From an optimization exercise on the open Yosys and OpenROAD flow, aimed at small area, a short achievable clock period and few clock cycles per item; shortcuts taken in it are not production practice.
Function was checked by simulation only, so behaviour that the tests miss may differ from the original.

Design mul_pipe_unit, start of the top module:
module mul_pipe_unit #(
    parameter int XLEN   = 32,
    parameter int STAGES = 3,
    parameter int TAG_W  = 5
) (
    input  logic              CLK_0,
    input  logic              RST_0,
    input  logic              in_valid,
    output logic              in_ready,
    input  logic [1:0]        in_op,
    input  logic [XLEN-1:0]   in_a,
    input  logic [XLEN-1:0]   in_b,
    input  logic [TAG_W-1:0]  in_tag,
    output logic              out_valid,
    input  logic              out_ready,
    output logic [XLEN-1:0]   out_result,
    output logic [TAG_W-1:0]  out_tag
);
    logic adv;
    logic v1, v2;
    assign adv      = !v2 || out_ready;
    assign in_ready = adv;
    always_ff @(posedge CLK_0) begin
        if (RST_0) begin
            v1 <= 1'b0;
            v2 <= 1'b0;
        end else if (adv) begin
            v1 <= in_valid;
            v2 <= v1;
        end
    end
    logic [32:0] a_ext;
    logic [33:0] b_ext;    
    logic [33:0] b_lo;     
    logic [16:0] one_d, two_d, neg_d;
    assign a_ext = {(in_op != 2'b11) & in_a[31], in_a};
    assign b_ext = {{2{!in_op[1] & in_b[31]}}, in_b};
  ...
Size: about 180 flip-flops.
==> flow/config.mk <==
export PLATFORM = sky130hd
export DESIGN_NAME = mul_pipe_unit
export DESIGN_NICKNAME = mul_pipe_unit
export VERILOG_FILES = /design/flow/design.v
export SDC_FILE = /design/flow/constraint.sdc
export NUM_CORES = 4
export LEC_CHECK = 0
export ABC_AREA = 1
export CAP_MARGIN = 20
export CORE_MARGIN = 2
export CORE_UTILIZATION = 40
export SLEW_MARGIN = 20
export SYNTH_HIERARCHICAL = 1
==> flow/constraint.sdc <==
create_clock -name core_clock -period 10.0 [get_ports {CLK_0}]
set_input_delay 2.0000 -clock core_clock [delete_from_list [all_inputs] [get_ports {CLK_0}]]
set_output_delay 2.0000 -clock core_clock [all_outputs]
set_load 0.01 [all_outputs]
standard.sh (not shown) runs the stock make flow with config.mk's settings and CLKGATE_MAP_FILE= SYNTH_SCRIPT=/design/flow/synth_recipe.tcl, a recipe that flattens the netlist after the stock synthesis.
==> flow/flow/run.sh <==
#!/bin/bash
# Own layout flow: the standard ORFS flow with the standard synthesis unchanged;
# the port buffers are plain sky130_fd_sc_hd__buf_2 cells and timing repair aims at the margin below.
# make's full output goes to flow_make.log here; ORFS's per-step logs are under orfs/logs/.
set -euo pipefail
bash standard.sh "BUFFER_PORTS_ARGS=-buffer_cell sky130_fd_sc_hd__buf_2" SETUP_SLACK_MARGIN=5.5 finish > flow_make.log 2>&1
The baseline went through all stages and came out clean.
Testbench counts at the start, summed over its fixed seeds: cycles 3,216, items 3,200.
Next try:
==> flow/flow/run.sh (replaced) <==
#!/bin/bash
# Own layout flow: the standard ORFS flow with the standard synthesis unchanged;
# the port buffers are plain sky130_fd_sc_hd__buf_1 cells. make's full output
# goes to flow_make.log here; ORFS's per-step logs are under orfs/logs/.
set -euo pipefail
bash standard.sh "BUFFER_PORTS_ARGS=-buffer_cell sky130_fd_sc_hd__buf_1"  finish > flow_make.log 2>&1
- SETUP_SLACK_MARGIN: not set -> 5
=> The changed run completed with no timing, DRC or antenna violations; final cell count went down by 1.2%; non-clock buffer count went down by 47; register-to-register slack loses 0.25 ns; die area does not change; design area went down by 6.5%; area after synthesis stays the same; worst hold slack is about the same; critical path depth went up by 1.
Next try:
==> flow/flow/run.sh (replaced) <==
#!/bin/bash
# Own layout flow: the standard ORFS flow with the standard synthesis unchanged;
# the port buffers are plain sky130_fd_sc_hd__buf_1 cells and timing repair aims at the margin below.
# make's full output goes to flow_make.log here; ORFS's per-step logs are under orfs/logs/.
set -euo pipefail
bash standard.sh "BUFFER_PORTS_ARGS=-buffer_cell sky130_fd_sc_hd__buf_1" SETUP_SLACK_MARGIN=5.4 finish > flow_make.log 2>&1
- SETUP_SLACK_MARGIN: 5 -> not set
=>
- sequential share of layout area is lower by 0.70 points
- routed wire length came out higher by about 6%
- count of clock-buffer cells in the layout is unchanged
- setup slack is better by 0.23 ns
- design area rises by 4.4%
- area after synthesis stays the same
- via count is higher by 2.5%
- sequential cell count does not change
- clock skew came out lower by 0.0038 ns
- critical path depth came out higher by 6


mul_pipe_unit, a different RTL version from the one above (not shown whole).
Size: roughly 3300 cells after synthesis, about 180 flip-flops, ~110 I/O pins.
export LEC_CHECK = 0
export ABC_AREA = 1
export CAP_MARGIN = 20
export CORE_MARGIN = 2
export CORE_UTILIZATION = 40
export CTS_BUF_LIST = sky130_fd_sc_hd__clkbuf_4 sky130_fd_sc_hd__clkbuf_8
export SETUP_SLACK_MARGIN = 5
export SLEW_MARGIN = 20
export SYNTH_HIERARCHICAL = 1
create_clock -name core_clock -period 10.0 [get_ports {CLK_0}]
==> flow/flow/run.sh <==
#!/bin/bash
# Own layout flow: the standard ORFS flow with the standard synthesis unchanged;
# the port buffers are plain sky130_fd_sc_hd__buf_1 cells. make's full output
# goes to flow_make.log here; ORFS's per-step logs are under orfs/logs/.
set -euo pipefail
bash standard.sh "BUFFER_PORTS_ARGS=-buffer_cell sky130_fd_sc_hd__buf_1"  finish > flow_make.log 2>&1
The first run produced a clean layout.
Testbench counts at the start, summed over its fixed seeds: cycles 3,216, items 3,200.
==> next run, changes <==
==> flow/run.sh (new file) <==
#!/bin/bash
# synth_recipe.tcl (not shown) runs the flow's synth.tcl, then flattens the netlist and writes it again
# the make line also repeats each setting of config.mk as NAME=value (left out here)
make -C /OpenROAD-flow-scripts/flow DESIGN_CONFIG=/design/flow/config.mk WORK_HOME=/design/flow/orfs CLKGATE_MAP_FILE= SYNTH_SCRIPT=/design/flow/synth_recipe.tcl finish
- ABC_AREA: 1 -> unset
- ABC_CLOCK_PERIOD_IN_PS: unset -> 3500
- CTS_BUF_LIST: sky130_fd_sc_hd__clkbuf_4 sky130_fd_sc_hd__clkbuf_8 -> unset
removed: flow/flow/run.sh
removed: flow/standard.sh
- via count falls by about 8%
- register-to-register slack is better by 40 ps
- worst setup slack loses 510 ps
- critical path depth went down by 3
- final area rises by 2.4%
==> next run, changes <==
==> flow/flow/run.sh (new file) <==
#!/bin/bash
# Own layout flow: the standard ORFS flow (standard synthesis unchanged), with
# port buffers of a plain buffer cell and timing repair aimed below the clock period.
set -euo pipefail
bash standard.sh "BUFFER_PORTS_ARGS=-buffer_cell sky130_fd_sc_hd__buf_2" SETUP_SLACK_MARGIN=6.0 finish > flow_make.log 2>&1
==> flow/standard.sh (new file) <==
#!/bin/bash
# synth_recipe.tcl (not shown) runs the flow's synth.tcl, then flattens the netlist and writes it again
# the make line also repeats each setting of config.mk as NAME=value (left out here)
make -C /OpenROAD-flow-scripts/flow DESIGN_CONFIG=/design/flow/config.mk WORK_HOME=/design/flow/orfs CLKGATE_MAP_FILE= SYNTH_SCRIPT=/design/flow/synth_recipe.tcl "${@:-finish}"
- ABC_AREA: unset -> 1
- ABC_CLOCK_PERIOD_IN_PS: 3500 -> unset
- SETUP_SLACK_MARGIN: 5 -> unset
removed: flow/run.sh
What happened: Clock-buffer cell count went down by 1. Maximum frequency went up by 16%. Via count went up by 21%. Hold slack stays flat. Design area went up by 21%. Global-route usage went up by 5.3 points. Wire length went up by 23%. Synthesized cell count went up by 21%. Core utilization went up by 8.1 points. Worst setup slack is better by 750 ps. Area after synthesis went up by 2.3%.
==> next run, changes <==
==> flow/flow/run.sh (replaced) <==
#!/bin/bash
# Own layout flow: the standard ORFS flow (standard synthesis unchanged), with
# port buffers of a plain buffer cell and timing repair aimed below the clock period.
set -euo pipefail
bash standard.sh "BUFFER_PORTS_ARGS=-buffer_cell sky130_fd_sc_hd__buf_2" SETUP_SLACK_MARGIN=5.5 finish > flow_make.log 2>&1
The new run finished with timing, DRC and antenna clean.
Synthesized cell count does not change.
Die area stays the same.
Routed wire length came out lower by 11%.
Cell count drops by 3.5%.

==> what the ideal ports hide <==
Ports are ideal in the flow. The routed layouts listed here were re-timed in OpenROAD.
Step 1 assumes that a clkbuf_16 drives the clock port and a buf_2 every other input.
Step 2 also shifts input and output timing later by t, the mid clock arrival at the registers, as if the neighbouring blocks saw the same clock.
a / b / c = ideal ports / drivers / drivers and shift; a / b = the first two.
run | t, ns | slack for setup (ns) | latest minus earliest clock arrival (ns) | pins driven straight from the clock port
the first run of note 1 | 0.572 | 5.425 / 5.393 / 5.393 | 0.032 / 0.032 | 1
the second run of note 1 | 0.561 | 5.168 / 5.142 / 5.142 | 0.020 / 0.021 | 1
the third run of note 1 | 0.559 | 5.402 / 5.402 / 5.215 | 0.016 / 0.017 | 1
the first run of note 2 | 0.631 | 5.108 / 5.108 / 5.108 | 0.027 / 0.027 | 1
the second run of note 2 | 0.547 | 4.602 / 4.538 / 5.085 | 0.016 / 0.016 | 1
the third run of note 2 | 0.564 | 5.351 / 5.351 / 5.351 | 0.022 / 0.022 | 1
the fourth run of note 2 | 0.571 | 5.330 / 5.330 / 5.330 | 0.024 / 0.024 | 1
After both steps every run listed still meets setup and hold. For the third run of note 1, which loses most, drivers alone change the setup slack by 0.000 ns; drivers and shift together by -0.187 ns.
